Context: an optimization exercise on an open-source flow, tuned for small area and a short achievable clock period. The choices shown serve that exercise and are no tape-out recipe. At most, simulation tests tie the RTL to the original design; equivalence was not proved. No functional check of the RTL was part of run 2. Power and IR drop assume default switching activity.

**flow/design.v**
```verilog
module prog_mem_ctrl #(
    parameter int unsigned           WORD_WIDTH = 32,
    parameter int unsigned           DEPTH      = 128,
    parameter int unsigned           ADDR_W     = 7,
    parameter logic [WORD_WIDTH-1:0] NOP_WORD   = '0
) (
    input  logic                  clk,
    input  logic                  rst,
    input  logic                  rst_counter,
    input  logic                  ld_en,
    input  logic                  rd_en,
    input  logic [WORD_WIDTH-1:0] Load_data,
    input  logic                  jump,
    input  logic [ADDR_W-1:0]     jump_to,
    input  logic                  stall,
    output logic [WORD_WIDTH-1:0] instruction,
    output logic [ADDR_W-1:0]     ins_addr,
    output logic                  ins_valid,
    output logic [ADDR_W:0]       prog_len,
    output logic                  full,
    output logic                  err
);
    typedef enum logic [1:0] {
        IDLE,
        LOAD,
        RUN
    } state_e;
    localparam logic [ADDR_W:0] DEPTH_L = (ADDR_W+1)'(DEPTH);
    state_e                  state_q;
    logic [WORD_WIDTH-1:0]   mem [DEPTH];
    logic [ADDR_W-1:0]       pc_q;
    logic [ADDR_W-1:0]       pc_d;
    logic [ADDR_W:0]         len_q;
    logic [WORD_WIDTH-1:0]   instr_q;
    logic [ADDR_W-1:0]       addr_q;
    logic                    valid_q;
    logic                    err_q;
    logic ld_only;
    logic rd_only;
    logic both_req;
    logic do_write;
    logic do_fetch;
    logic in_prog;
    logic jump_oob;
    always_comb begin
        ld_only  = !rst_counter && ld_en && !rd_en;
        rd_only  = !rst_counter && rd_en && !ld_en;
        both_req = !rst_counter && ld_en && rd_en;
        do_write = !rst && ld_only && (state_q != RUN) && !full;
        do_fetch = rd_only && !stall;
        pc_d     = jump ? jump_to : pc_q + 1'b1;
        in_prog  = {1'b0, pc_q} < len_q;
        jump_oob = {1'b0, jump_to} >= len_q;
    end
    always_ff @(posedge clk) begin
        if (do_write) begin
            mem[len_q[ADDR_W-1:0]] <= Load_data;
        end
    end
    always_ff @(posedge clk) begin
        if (rst) begin
            state_q <= IDLE;
            pc_q    <= '0;
            len_q   <= '0;
            instr_q <= '0;
            addr_q  <= '0;
            valid_q <= 1'b0;
            err_q   <= 1'b0;
        end else if (rst_counter) begin
            pc_q <= '0;
            if (state_q != RUN) begin
                len_q <= '0;
            end
        end else if (both_req) begin
            err_q <= 1'b1;
        end else if (ld_only) begin
            state_q <= LOAD;
            if (state_q != RUN) begin
                if (!full) begin
                    len_q <= len_q + 1'b1;
                end else begin
                    err_q <= 1'b1;
                end
            end
        end else if (rd_only) begin
            state_q <= RUN;
            if (do_fetch) begin
                addr_q <= pc_q;
                pc_q   <= pc_d;
                if (in_prog) begin
                    instr_q <= mem[pc_q];
                    valid_q <= 1'b1;
                end else begin
                    instr_q <= NOP_WORD;
                    valid_q <= 1'b0;
                end
                if (jump && jump_oob) begin
                    err_q <= 1'b1;
                end
            end
        end else begin
            state_q <= IDLE;
        end
    end
    assign full        = (len_q == DEPTH_L);
    assign prog_len    = len_q;
    assign instruction = instr_q;
    assign ins_addr    = addr_q;
    assign ins_valid   = valid_q;
    assign err         = err_q;
endmodule
```
**flow/run.sh**
```bash
#!/bin/bash
# synth_recipe.tcl (not shown) runs the flow's synth.tcl, then flattens the netlist and writes it again
# the make line also repeats each setting of config.mk as NAME=value (left out here)
make -C /OpenROAD-flow-scripts/flow DESIGN_CONFIG=/design/flow/config.mk WORK_HOME=/design/flow/orfs CLKGATE_MAP_FILE= SYNTH_SCRIPT=/design/flow/synth_recipe.tcl finish
```
**flow/config.mk**
```make
export PLATFORM = sky130hd
export DESIGN_NAME = prog_mem_ctrl
export DESIGN_NICKNAME = prog_mem_ctrl
export VERILOG_FILES = /design/flow/design.v
export SDC_FILE = /design/flow/constraint.sdc
export NUM_CORES = 4
export LEC_CHECK = 0
export CAP_MARGIN = 20
export CORE_MARGIN = 2
export CORE_UTILIZATION = 40
export SLEW_MARGIN = 20
```
**flow/constraint.sdc**
```tcl
create_clock -name core_clock -period 5.0 [get_ports {clk}]
set_input_delay 1.0000 -clock core_clock [delete_from_list [all_inputs] [get_ports {clk}]]
set_output_delay 1.0000 -clock core_clock [all_outputs]
set_load 0.01 [all_outputs]
```
==> results of run 1 <==
[how the worst max path moves through the flow]
stage | end | slack, ns | cells after the start
floorplan | mem[110][0] | 0.98 | 7
CTS | instr_q[26] | 0.69 | 10
global placement | mem[99][29] | 0.48 | 10
global route | instr_q[24] | 0.62 | 11
detailed placement | mem[99][23] | 0.48 | 10
finish | instr_q[24] | 0.57 | 11
[worst max-delay path, cell delays in order, from the launching register on]
cell and delay [ns]:
dfxtp_4 0.73, buf_12 0.31, mux4_2 0.57, mux2i_1 0.44
nor2_1 0.23, a2111oi_0 0.78, buf_4 0.27, a2111oi_0 0.07
buf_4 0.20, o21ai_0 0.28, buf_4 0.26, o21ai_1 0.06
[stage by stage]
step | setup WS, ns | total power (uW) | cells | utilization (%) | cell area, um2
final | 0.573 | 70100 | 13400 | 46.5 | 184000
after global routing | 0.622 | 71900 | 13300 | 46.5 | 184000
after CTS | 0.691 | 70500 | 13300 | 46.5 | 184000
after detailed placement | 0.477 | 40500 | 12500 | 43.1 | 171000
after global placement | 0.482 | 40400 | 12500 | 43.1 | 171000
after floorplan | 0.983 | 39400 | 7164 | - | 159000
[flip-flops by register name (all words and copies together) (netlist names), named ones only]
| register | flops |
|---|---|
| valid_q | 1 |
| pc_q | 7 |
| instr_q | 32 |
| err_q | 1 |
| mem | 4096 |
| addr_q | 7 |
| state_q | 2 |
| len_q | 8 |
[logic make-up (layout without fill, tap and decap cells)]
logic type	count (synthesis)	after routing	share of synthesized area (%)
other	0	30	0
XOR/XNOR	6	6	0.0331
buffers and inverters	413	1328	1.45
adder cells (fa/ha/maj)	16	16	0.126
flip-flops	4161	4161	78.3
multiplexers	1313	1313	15.5
AO/OA/AOI/OAI	620	620	2.89
AND/OR/NAND/NOR	635	635	1.63
[synth_stat cells, drive strengths merged, types with 5 or more instances]
| library cell | count |
|---|---|
| nand2 | 255 |
| a31oi | 37 |
| mux2i | 389 |
| and2 | 20 |
| a211oi | 21 |
| and3 | 11 |
| a211o | 39 |
| a2111oi | 81 |
| edfxtp | 4096 |
| nand2b | 5 |
| clkbuf | 138 |
| a22oi | 14 |
| a221oi | 64 |
| nor2b | 7 |
| o22ai | 149 |
| nor2 | 299 |
| nor3 | 7 |
| a21oi | 61 |
| buf | 265 |
| dfxtp | 65 |
| xnor2 | 6 |
| nor4 | 9 |
| mux4 | 920 |
| o221ai | 57 |
| nand3 | 12 |
| inv | 10 |
| a221o | 8 |
| o21ai | 57 |
| ha | 16 |
| a32oi | 24 |
[report_power, final]
group | leakage (uW) | internal [uW] | switching [uW] | total (uW)
Combinational | 0.0115 | 328 | 1070 | 1400
Clock | 0.00646 | 17200 | 13200 | 30400
Sequential | 0.0373 | 38300 | 12.4 | 38300
[cell type report]
cell class                 instances  share of cell area [%]
clock inverter                   250                    1.20
inverter                          10                  0.0245
multi-input combinational       2590                    18.1
timing repair buffer             544                    3.58
tap                             5242                    3.56
antenna                           30                  0.0408
sequential                      4161                    67.6
clock buffer                     524                    5.99
[metal layers]
layer	global-route usage, %	vias to the layer above
met3	3.29	590
li1	-	31600
met4	7.00	10
met1	30.7	42200
met5	0	-
met2	34.9	3798
==> flow_summary.json, run 1 <==
{
  "start_util_pct": 40.1,
  "slew_viol_final": 0,
  "track_usage_pct": 21.8,
  "start_kind": "flip-flop",
  "antenna_found_initial": 47,
  "rows": 231,
  "gp_congestion": 0.847,
  "synthTopCellsByArea": "edfxtp_1 78%, mux4_2 13%, mux2i_1 2.5%",
  "hold_viol": 0,
  "hp-class": "reg2reg",
  "path_clk_slew_ns": 0.06,
  "multiInputGateArea_um2": 33200,
  "die_x_um": 634,
  "ant_nets": 0,
  "cts_hold_buf": 0,
  "grt_pass1_vias": 77100,
  "r2r_cells": 11,
  "tns_ns": 0,
  "post_cts_resize_count": 0,
  "ys.flop_type": "edfxtp_1",
  "cts.path.max_buffers": 4,
  "p_leak_uw": 0.0553,
  "slew-limit-headroom_pct": 19.9,
  "die_y_um": 634,
  "layout_min_cycle_time_ns": 4.43,
  "synthesis.nets": 7226,
  "worstHoldStart": "addr_q[3]",
  "nets": 7787,
  "clock-root-buffer": "clkbuf_16",
  "timing.fmax_mhz": 226,
  "max-vdd-ir-drop_mv": 0.316,
  "highest_layer": "met5",
  "final_cell_mix": "4096 x edfxtp_1, 920 x mux4_2, 420 x clkbuf_16",
  "drcViolationCount": 0,
  "synth_top_area_share_pct": 77.5,
  "crit_type": "reg2reg",
  "seq_area_um2": 124000,
  "dieArea_um2": 402000,
  "postSynth.asyncResetShare_pct": 0,
  "ys_seq_area_share_pct": 78.3,
  "grt_start_max_net_pins": 129,
  "initialDrtViolationCount": 10900,
  "io_buffers": 95,
  "wl_um": 442000,
  "wl_met3_um": 37400,
  "rsz0062_at_grt": "false",
  "grt_overflow": 0,
  "io_pins": 96,
  "syn_area_per_cell_um2": 22.2,
  "cts_buffers": 418,
  "pwr_density_cell_nw_per_um2": 381,
  "synth.distinct_cells": 54,
  "core_area_um2": 395000,
  "netlist_instances": 7164,
  "maxCapViolations": 0,
  "cts_tree": "built",
  "synth_warnings": 1,
  "r2r_end": "instr_q[24]",
  "setup_violations": 0,
  "worstPathArrival_ns": 5.27,
  "fillers": 32300,
  "post_cts_buffers": 0,
  "vias": 78200,
  "skew_ns": 0.0824,
  "status": "complete, no violations",
  "cp_max_fo": 27,
  "routedWlPerCell_um": 33.1,
  "grt_pass1_wl_um": 614000,
  "via_per_inst": 5.86,
  "final_layout_size_suffix_gt1_share_pct": 26.8,
  "wirelength_met1_um": 177000,
  "synth_edf_count": 4096,
  "clk_latency_ns": 0.98,
  "holdPathEnd": "addr_q[3]",
  "met2WireLength_um": 212000,
  "ys_seq_elements": 4161,
  "final_common_cell": "edfxtp_1",
  "clock_sinks": 4161,
  "whs_ns": 0.471,
  "first_pass_iters": 6,
  "end_kind": "flip-flop",
  "period_share_pct": 88.5,
  "area_growth_syn_to_layout_pct": 16.0,
  "hold-path-cell-count": 2,
  "htree_levels": 5,
  "worst_pin_slew_ns": 1.20,
  "syn-cell-area_um2": 159000,
  "crit_required_ns": 5.85,
  "hpwlAfterDp_um": 268000,
  "yosys.area.top_type": "edfxtp_1",
  "r2r_slack_ns": 0.57
}
==> inputs of run 2 (changes only) <==
==> flow/design.v (replaced) <==
module prog_mem_ctrl #(
    parameter int unsigned           WORD_WIDTH = 32,
    parameter int unsigned           DEPTH      = 128,
    parameter int unsigned           ADDR_W     = 7,
    parameter logic [WORD_WIDTH-1:0] NOP_WORD   = '0
) (
    input  logic                  clk,
    input  logic                  rst,
    input  logic                  rst_counter,
    input  logic                  ld_en,
    input  logic                  rd_en,
    input  logic [WORD_WIDTH-1:0] Load_data,
    input  logic                  jump,
    input  logic [ADDR_W-1:0]     jump_to,
    input  logic                  stall,
    output logic [WORD_WIDTH-1:0] instruction,
    output logic [ADDR_W-1:0]     ins_addr,
    output logic                  ins_valid,
    output logic [ADDR_W:0]       prog_len,
    output logic                  full,
    output logic                  err
);
    logic [WORD_WIDTH-1:0]   mem [DEPTH];
    logic                    run_q;
    logic [ADDR_W-1:0]       pc_q;
    logic [ADDR_W:0]         len_q;
    logic [ADDR_W:0]         lenn_q;    
    logic [ADDR_W:0]         len_d;
    logic [WORD_WIDTH-1:0]   instr_q;
    logic [ADDR_W-1:0]       addr_q;
    logic                    valid_q;
    logic                    err_q;
    logic ld_only, rd_only, both_req, do_fetch, do_len_inc;
    logic jump_oob;
    logic [DEPTH-1:0]      we;
    logic [DEPTH-1:0]      hold;
    logic [DEPTH-1:0]      sel;
    logic [WORD_WIDTH-1:0] rdata;
    logic                  in_prog;
    always_comb begin
        ld_only    = !rst_counter && ld_en && !rd_en;
        rd_only    = !rst_counter && rd_en && !ld_en;
        both_req   = !rst_counter && ld_en && rd_en;
        do_fetch   = rd_only && !stall;
        do_len_inc = ld_only && !run_q && !len_q[ADDR_W];
        jump_oob   = {1'b0, jump_to} >= len_q;
        in_prog    = {1'b0, pc_q} < len_q;
        for (int i = 0; i < DEPTH; i++) begin
            we[i]   = (len_q == (ADDR_W+1)'(i));
            hold[i] = (lenn_q != ~(ADDR_W+1)'(i));
            sel[i] = (pc_q == ADDR_W'(i)) && ((ADDR_W+1)'(i) < len_q);
        end
        rdata = '0;
        for (int i = 0; i < DEPTH; i++) begin
            rdata = rdata | ({WORD_WIDTH{sel[i]}} & mem[i]);
        end
    end
    always_ff @(posedge clk) begin
        for (int i = 0; i < DEPTH; i++) begin
            mem[i] <= ({WORD_WIDTH{we[i]}} & Load_data) | ({WORD_WIDTH{hold[i]}} & mem[i]);
        end
    end
    always_comb begin
        len_d = len_q;
        if (rst || (rst_counter && !run_q)) len_d = '0;
        else if (do_len_inc)                len_d = len_q + 1'b1;
    end
    always_ff @(posedge clk) begin
        len_q  <= len_d;
        lenn_q <= ~len_d;
    end
    always_ff @(posedge clk) begin
        if (rst) begin
            run_q   <= 1'b0;
            pc_q    <= '0;
            instr_q <= '0;
            addr_q  <= '0;
            valid_q <= 1'b0;
            err_q   <= 1'b0;
        end else if (rst_counter) begin
            pc_q <= '0;
        end else if (both_req) begin
            err_q <= 1'b1;
        end else if (ld_only) begin
            run_q <= 1'b0;
            if (!run_q) begin
                if (len_q[ADDR_W]) err_q <= 1'b1;
            end
        end else if (rd_only) begin
            run_q <= 1'b1;
            if (!stall) begin
                addr_q  <= pc_q;
                pc_q    <= jump ? jump_to : pc_q + 1'b1;
                instr_q <= rdata;
                valid_q <= in_prog;
                if (jump && jump_oob) err_q <= 1'b1;
            end
        end else begin
            run_q <= 1'b0;
        end
    end
    assign full        = len_q[ADDR_W];
    assign prog_len    = len_q;
    assign instruction = instr_q;
    assign ins_addr    = addr_q;
    assign ins_valid   = valid_q;
    assign err         = err_q;
endmodule
--- a/flow/config.mk
+++ b/flow/config.mk
@@ -7,5 +7,6 @@
 export LEC_CHECK = 0
 export CAP_MARGIN = 20
 export CORE_MARGIN = 2
-export CORE_UTILIZATION = 40
+export CORE_UTILIZATION = 60
+export SETUP_SLACK_MARGIN = 2.2
 export SLEW_MARGIN = 20
==> run 2 against run 1 <==
The flow now stops in 5_1_grt. Area after synthesis shrank 5.2%. Synthesized cell count rose by 87%.
==> flow_summary.json, run 2 <==
{
  "yosys.area.top_type": "dfxtp_1",
  "grt_pass1_vias": 162000,
  "failed_stage": "5_1_grt",
  "ys_seq_elements": 4161,
  "synth.distinct_cells": 71,
  "synth_top_area_share_pct": 55.4,
  "yosysMostFrequentCell": "a22o_1",
  "firstError": "[ERROR GRT-0116] Global routing finished with congestion. Check the congestion regions in the DRC Viewer.",
  "status": "did not finish",
  "die_y_um": 505,
  "syn-cell-area_um2": 150000,
  "grt_start_max_net_pins": 129,
  "gp_congestion": 1.20,
  "synth_compound_area_share_pct": 35.6,
  "htree_levels": 5,
  "cts_hold_buf": 0,
  "ys.flop_type": "dfxtp_1",
  "syn_area_per_cell_um2": 11.2,
  "io_pins": 96,
  "postSynth.asyncResetShare_pct": 0,
  "cts.path.max_buffers": 4,
  "grt_pass1_wl_um": 1520000,
  "synth_warnings": 2,
  "die_x_um": 505,
  "synth_top_family_by_area": "compound AO/OA/AOI/OAI gates",
  "track_usage_pct": 86.8,
  "io_buffers": 95,
  "synthTopCellsByCount": "4514 x a22o_1, 4161 x dfxtp_1, 1447 x clkbuf_1",
  "synthTopCellsByArea": "dfxtp_1 55%, a22o_1 26%, a22oi_1 4.6%",
  "rows": 183,
  "synthAdderAreaFrac_pct": 0.166,
  "start_util_pct": 60.4,
  "netlist_instances": 13400,
  "synth_xor_area_share_pct": 0.0349,
  "cts_buffers": 413,
  "synthesis.nets": 13500,
  "ys_seq_area_share_pct": 55.4,
  "synth_edf_count": 0,
  "clock_sinks": 4161,
  "synth_mux_area_share_pct": 0.0200,
  "clock-root-buffer": "clkbuf_16",
  "synthSimpleGateAreaFrac_pct": 4.34,
  "grt_overflow": 5,
  "hpwlAfterDp_um": 645000
}
## run 2: worst max path at each step
stage / end / slack, ns / depth (start not counted)
4_1_cts: instr_q[1] / 1.26 / 14
3_5_place_dp: instr_q[8] / 0.06 / 9
3_3_place_gp: instr_q[10] / -1.11 / 11
2_1_floorplan: instr_q[7] / 2.19 / 12
## run 2: cells by family after synthesis
family	after synthesis
AND/OR/NAND/NOR	1254
multiplexers	3
buffers and inverters	1729
AO/OA/AOI/OAI	6251
adder cells (fa/ha/maj)	20
XOR/XNOR	6
flip-flops	4161
## run 2: per-layer routing
layer	GRT overflow	global-route usage, %
met2	0	93.7
met3	2	80.9
met4	2	81.3
met1	1	89.0
met5	0	63.8
## run 2: what timing repair did
action | 4_1_cts
setup buffers | 353
gates cloned | 17
resized for setup | 709
pin swaps | 226
setup endpoints to repair | 3501
## run 2: through the flow
step	cell area [um2]	setup TNS, ns	setup WS [ns]	instances
2_1_floorplan	151000	0	2.19	13400
3_3_place_gp	161000	-2.28	-1.11	16100
3_5_place_dp	162000	0	0.0630	16100
4_1_cts	183000	0	1.26	17300
## run 2: power groups by stage
stage | registers (uW) | clock network [uW] | logic [uW]
floorplan | 34300 | 0 | 744
CTS | 33600 | 32500 | 1370
detailed placement | 34300 | 0 | 1340
global placement | 34300 | 0 | 1310

==> static timing again, ports no longer ideal <==
The flow's constraints put no driver on any port. The routed layout listed below was extracted and timed again, unchanged, in two steps. Step 1 assumes that a clkbuf_16 drives the clock port and a buf_2 every other input. Step 2 moves the port delays by t, midway between the first and last clock arrival at a register: inputs arrive t later, outputs are due t later. That takes back most of the time a late clock gives input paths. Three values: ideal ports, drivers, drivers and shift; two values: the first two.
run: run 1
t (ns): 1.063
setup WS [ns]: 0.573 / 0.573 / 0.412
latest minus earliest clock arrival (ns): 0.087 / 0.086
pins driven straight from the clock port: 1
After both steps setup and hold are still met in run 1. The setup slack of run 1 moves by 0.000 ns with the drivers and by -0.161 ns with both steps.
